What follows belongs to an exercise in optimizing a design on an open flow for small area and a short achievable clock period; a production flow would make more cautious choices.
The RTL was checked by simulation tests, not by an equivalence proof against the original design.

Setup of lane 1:
==> flow/design.v (excerpt) <==
module pe_pipelined #(
    parameter int unsigned W_DEPTH = 4,
    parameter int unsigned PIPE    = 2,
    localparam int unsigned ADDR_W = (W_DEPTH > 1) ? $clog2(W_DEPTH) : 1
) (
    input  logic              clk,
    input  logic              reset,
    input  logic              load_cfg,
    input  logic [2:0]        load_op,
    input  logic              load_wen,
    input  logic [ADDR_W-1:0] load_addr,
    input  logic [31:0]       load_data,
    input  logic              in_valid,
    output logic              in_ready,
    input  logic [31:0]       a,
    input  logic [31:0]       b,
    input  logic [31:0]       c,
    output logic              out_valid,
    input  logic              out_ready,
    output logic [31:0]       out_data,
    output logic              busy
);
==> flow/config.mk <==
export PLATFORM = sky130hd
export DESIGN_NAME = pe_pipelined
export DESIGN_NICKNAME = pe_pipelined
export VERILOG_FILES = /design/flow/design.v
export SDC_FILE = /design/flow/constraint.sdc
export NUM_CORES = 4
export LEC_CHECK = 0
export ABC_AREA = 1
export CAP_MARGIN = 20
export CORE_MARGIN = 2
export CORE_UTILIZATION = 50
export CTS_BUF_LIST = sky130_fd_sc_hd__clkbuf_8
export SLEW_MARGIN = 20
export SYNTH_HIERARCHICAL = 1
==> flow/constraint.sdc <==
create_clock -name core_clock -period 30.0 [get_ports {clk}]
set_input_delay 6.0000 -clock core_clock [delete_from_list [all_inputs] [get_ports {clk}]]
set_output_delay 6.0000 -clock core_clock [all_outputs]
set_load 0.01 [all_outputs]
standard.sh (not shown) runs the stock make flow with config.mk's settings and CLKGATE_MAP_FILE= SYNTH_SCRIPT=/design/flow/synth_recipe.tcl, a recipe that flattens the netlist after the stock synthesis.
==> flow/flow/run.sh <==
#!/bin/bash
set -euo pipefail
export SETUP_SLACK_MARGIN=16.5
export TNS_END_PERCENT=5
export BUFFER_PORTS_ARGS="-buffer_cell sky130_fd_sc_hd__buf_1"
bash standard.sh > standard_make.log 2>&1
Lane 1 reached the final stage; the timing, design-rule and antenna checks on its layout passed.
The inputs of lane 2 differ from those of lane 1 as listed below.
Settings: CTS_CLUSTER_SIZE newly set to 24.
==> comparison <==
Changes observed in lane 2 relative to lane 1: arrival time of the worst setup path barely changed; non-clock buffer count essentially unchanged; fraction of the core area covered by cells at the end of the flow essentially unchanged; vertical die dimension now sits at about the same level. As far as buffers inserted during post-CTS setup optimization goes, lane 2 and lane 1 are indistinguishable; the numbers are identical.
[inputs] lane 3 vs lane 2
Settings: CTS_CLUSTER_SIZE no longer set, was 24; CTS_BUF_LIST no longer set, was sky130_fd_sc_hd__clkbuf_8.
==> flow/flow/run.sh <==
#!/bin/bash
set -euo pipefail
export SETUP_SLACK_MARGIN=16.5
export TNS_END_PERCENT=5
export BUFFER_PORTS_ARGS="-buffer_cell sky130_fd_sc_hd__buf_2"
bash standard.sh > standard_make.log 2>&1
- On worst relative slew slack: between lane 2 and lane 3, it ends up higher for lane 2.
- Via count delta (lane 2 -> lane 3): insignificant
- Comparing lane 2 against lane 3, there is no change at all in count of pins over their slew limit.
- For the setup slack, lane 3 came in 0.051 ns lower than lane 2 did.
- From lane 2 to lane 3 the numbers moved as follows: time the worst path needs with I/O delays and setup went up by 0.051 ns.
- Later-pin clock latency in the skew report is higher on lane 2
- The higher layout overhead on the synthesized area came out of lane 3.


== exp/yarrow ==
pe_pipelined again, from the RTL that the note above started with.
clock: 30.0 ns
lec_check: 0
abc_area: 1
cap_margin: 20
core_margin: 2
core_utilization: 50
cts_buf_list: sky130_fd_sc_hd__clkbuf_8
slew_margin: 20
synth_hierarchical: 1
==> flow/flow/run.sh <==
#!/bin/bash
set -euo pipefail
export SETUP_SLACK_MARGIN=17.25
export TNS_END_PERCENT=5
export BUFFER_PORTS_ARGS="-buffer_cell sky130_fd_sc_hd__buf_2"
bash standard.sh > standard_make.log 2>&1
The inputs of exp/amber differ from those of exp/yarrow as listed below.
==> flow/flow/run.sh <==
#!/bin/bash
set -euo pipefail
export SETUP_SLACK_MARGIN=17.75
export TNS_END_PERCENT=5
export BUFFER_PORTS_ARGS="-buffer_cell sky130_fd_sc_hd__buf_1"
bash standard.sh > standard_make.log 2>&1
==> comparison <==
exp/amber closes out successfully: all stages finished, all timing, DRC and antenna checks passed.
Count of buffers not belonging to the clock network in the layout in exp/amber is about 26% above exp/yarrow.
| number of detailed-routing iterations run before antenna repair | lower: exp/amber |
What exp/amber reported for met3 wirelength from detailed routing has to be multiplied by 0.891 to get the figure for exp/yarrow.
## Diff of input files: exp/ember against exp/amber
diff --git a/flow/flow/run.sh b/flow/flow/run.sh
--- a/flow/flow/run.sh
+++ b/flow/flow/run.sh
@@ -3 +3 @@
-export SETUP_SLACK_MARGIN=17.75
+export SETUP_SLACK_MARGIN=18.25
==> comparison <==
For the total stage count of the critical path, exp/ember came in 45 higher than exp/amber did.
Taking exp/amber as the reference point, the area overhead of the layout relative to synthesis of exp/ember falls by 1.7 points.
Diff exp/amber -> exp/ember: least setup slack across all paths after layout decreased 0.093 ns; count of placed standard cells in the final layout, fillers left out barely changed.
The following lists how exp/fjord was set up differently from exp/ember:
diff --git a/flow/flow/run.sh b/flow/flow/run.sh
--- a/flow/flow/run.sh
+++ b/flow/flow/run.sh
@@ -3 +3 @@
-export SETUP_SLACK_MARGIN=18.25
+export SETUP_SLACK_MARGIN=16.5
diff --git a/flow/config.mk b/flow/config.mk
--- a/flow/config.mk
+++ b/flow/config.mk
@@ -12 +12 @@
-export CTS_BUF_LIST = sky130_fd_sc_hd__clkbuf_8
+export CTS_BUF_LIST = sky130_fd_sc_hd__clkbuf_4
--- outcome ---
Cmp exp/ember and exp/fjord / fraction of final layout cells sized beyond drive strength 1 / lower: exp/fjord
Compared with exp/ember, in exp/fjord setup slack lost 0.58 ns, number of signal-net buffers in the layout lower.
Routed wire in exp/fjord totals less than in exp/ember.
exp/fjord against exp/ember: fmax down 0.0035 GHz; count of placed standard cells in the final layout, fillers left out lost 201.
Per the comparison of exp/fjord with exp/ember, global-route wire length before repair decreased by 17000 microns relative to the old numbers; global-route usage moved down.

-- what the ideal ports hide --
Ports are ideal in the flow. The routed layouts listed here were re-timed in OpenROAD. Step 1 (the two cells are an assumption about what drives the block):
set clk [get_ports {clk}]
set_driving_cell -lib_cell sky130_fd_sc_hd__clkbuf_16 $clk
set_driving_cell -lib_cell sky130_fd_sc_hd__buf_2 [delete_from_list [all_inputs] $clk]
Step 2 adds t to the input delays and takes it off the output delays; t is the mean of the earliest and latest rising clock arrival at the registers after step 1. Input paths then give back, and output paths get back, about the clock's delay inside the block. Slacks: ideal ports / drivers / drivers and shift; pairs: ideal ports / drivers.
| run | t, ns | setup WS [ns] | clock arrival spread, ns | worst data-port slew with drivers (ns) |
|---|---|---|---|---|
| lane 1 | 0.656 | 16.917 / 16.917 / 16.917 | 0.036 / 0.036 | 0.10 |
| lane 2 | 0.656 | 16.917 / 16.917 / 16.917 | 0.036 / 0.036 | 0.10 |
| lane 3 | 0.629 | 16.865 / 16.865 / 16.865 | 0.023 / 0.023 | 0.10 |
| exp/yarrow | 0.663 | 17.357 / 17.339 / 17.339 | 0.037 / 0.038 | 0.10 |
| exp/amber | 0.640 | 17.540 / 17.520 / 16.950 | 0.039 / 0.040 | 0.12 |
| exp/ember | 0.637 | 17.447 / 17.465 / 16.827 | 0.036 / 0.037 | 0.12 |
| exp/fjord | 0.834 | 16.866 / 16.866 / 16.866 | 0.114 / 0.114 | 0.10 |
After both steps every run listed still meets setup and hold. The setup slack of exp/ember, which loses most, moves by +0.018 ns with the drivers and by -0.620 ns with both steps.
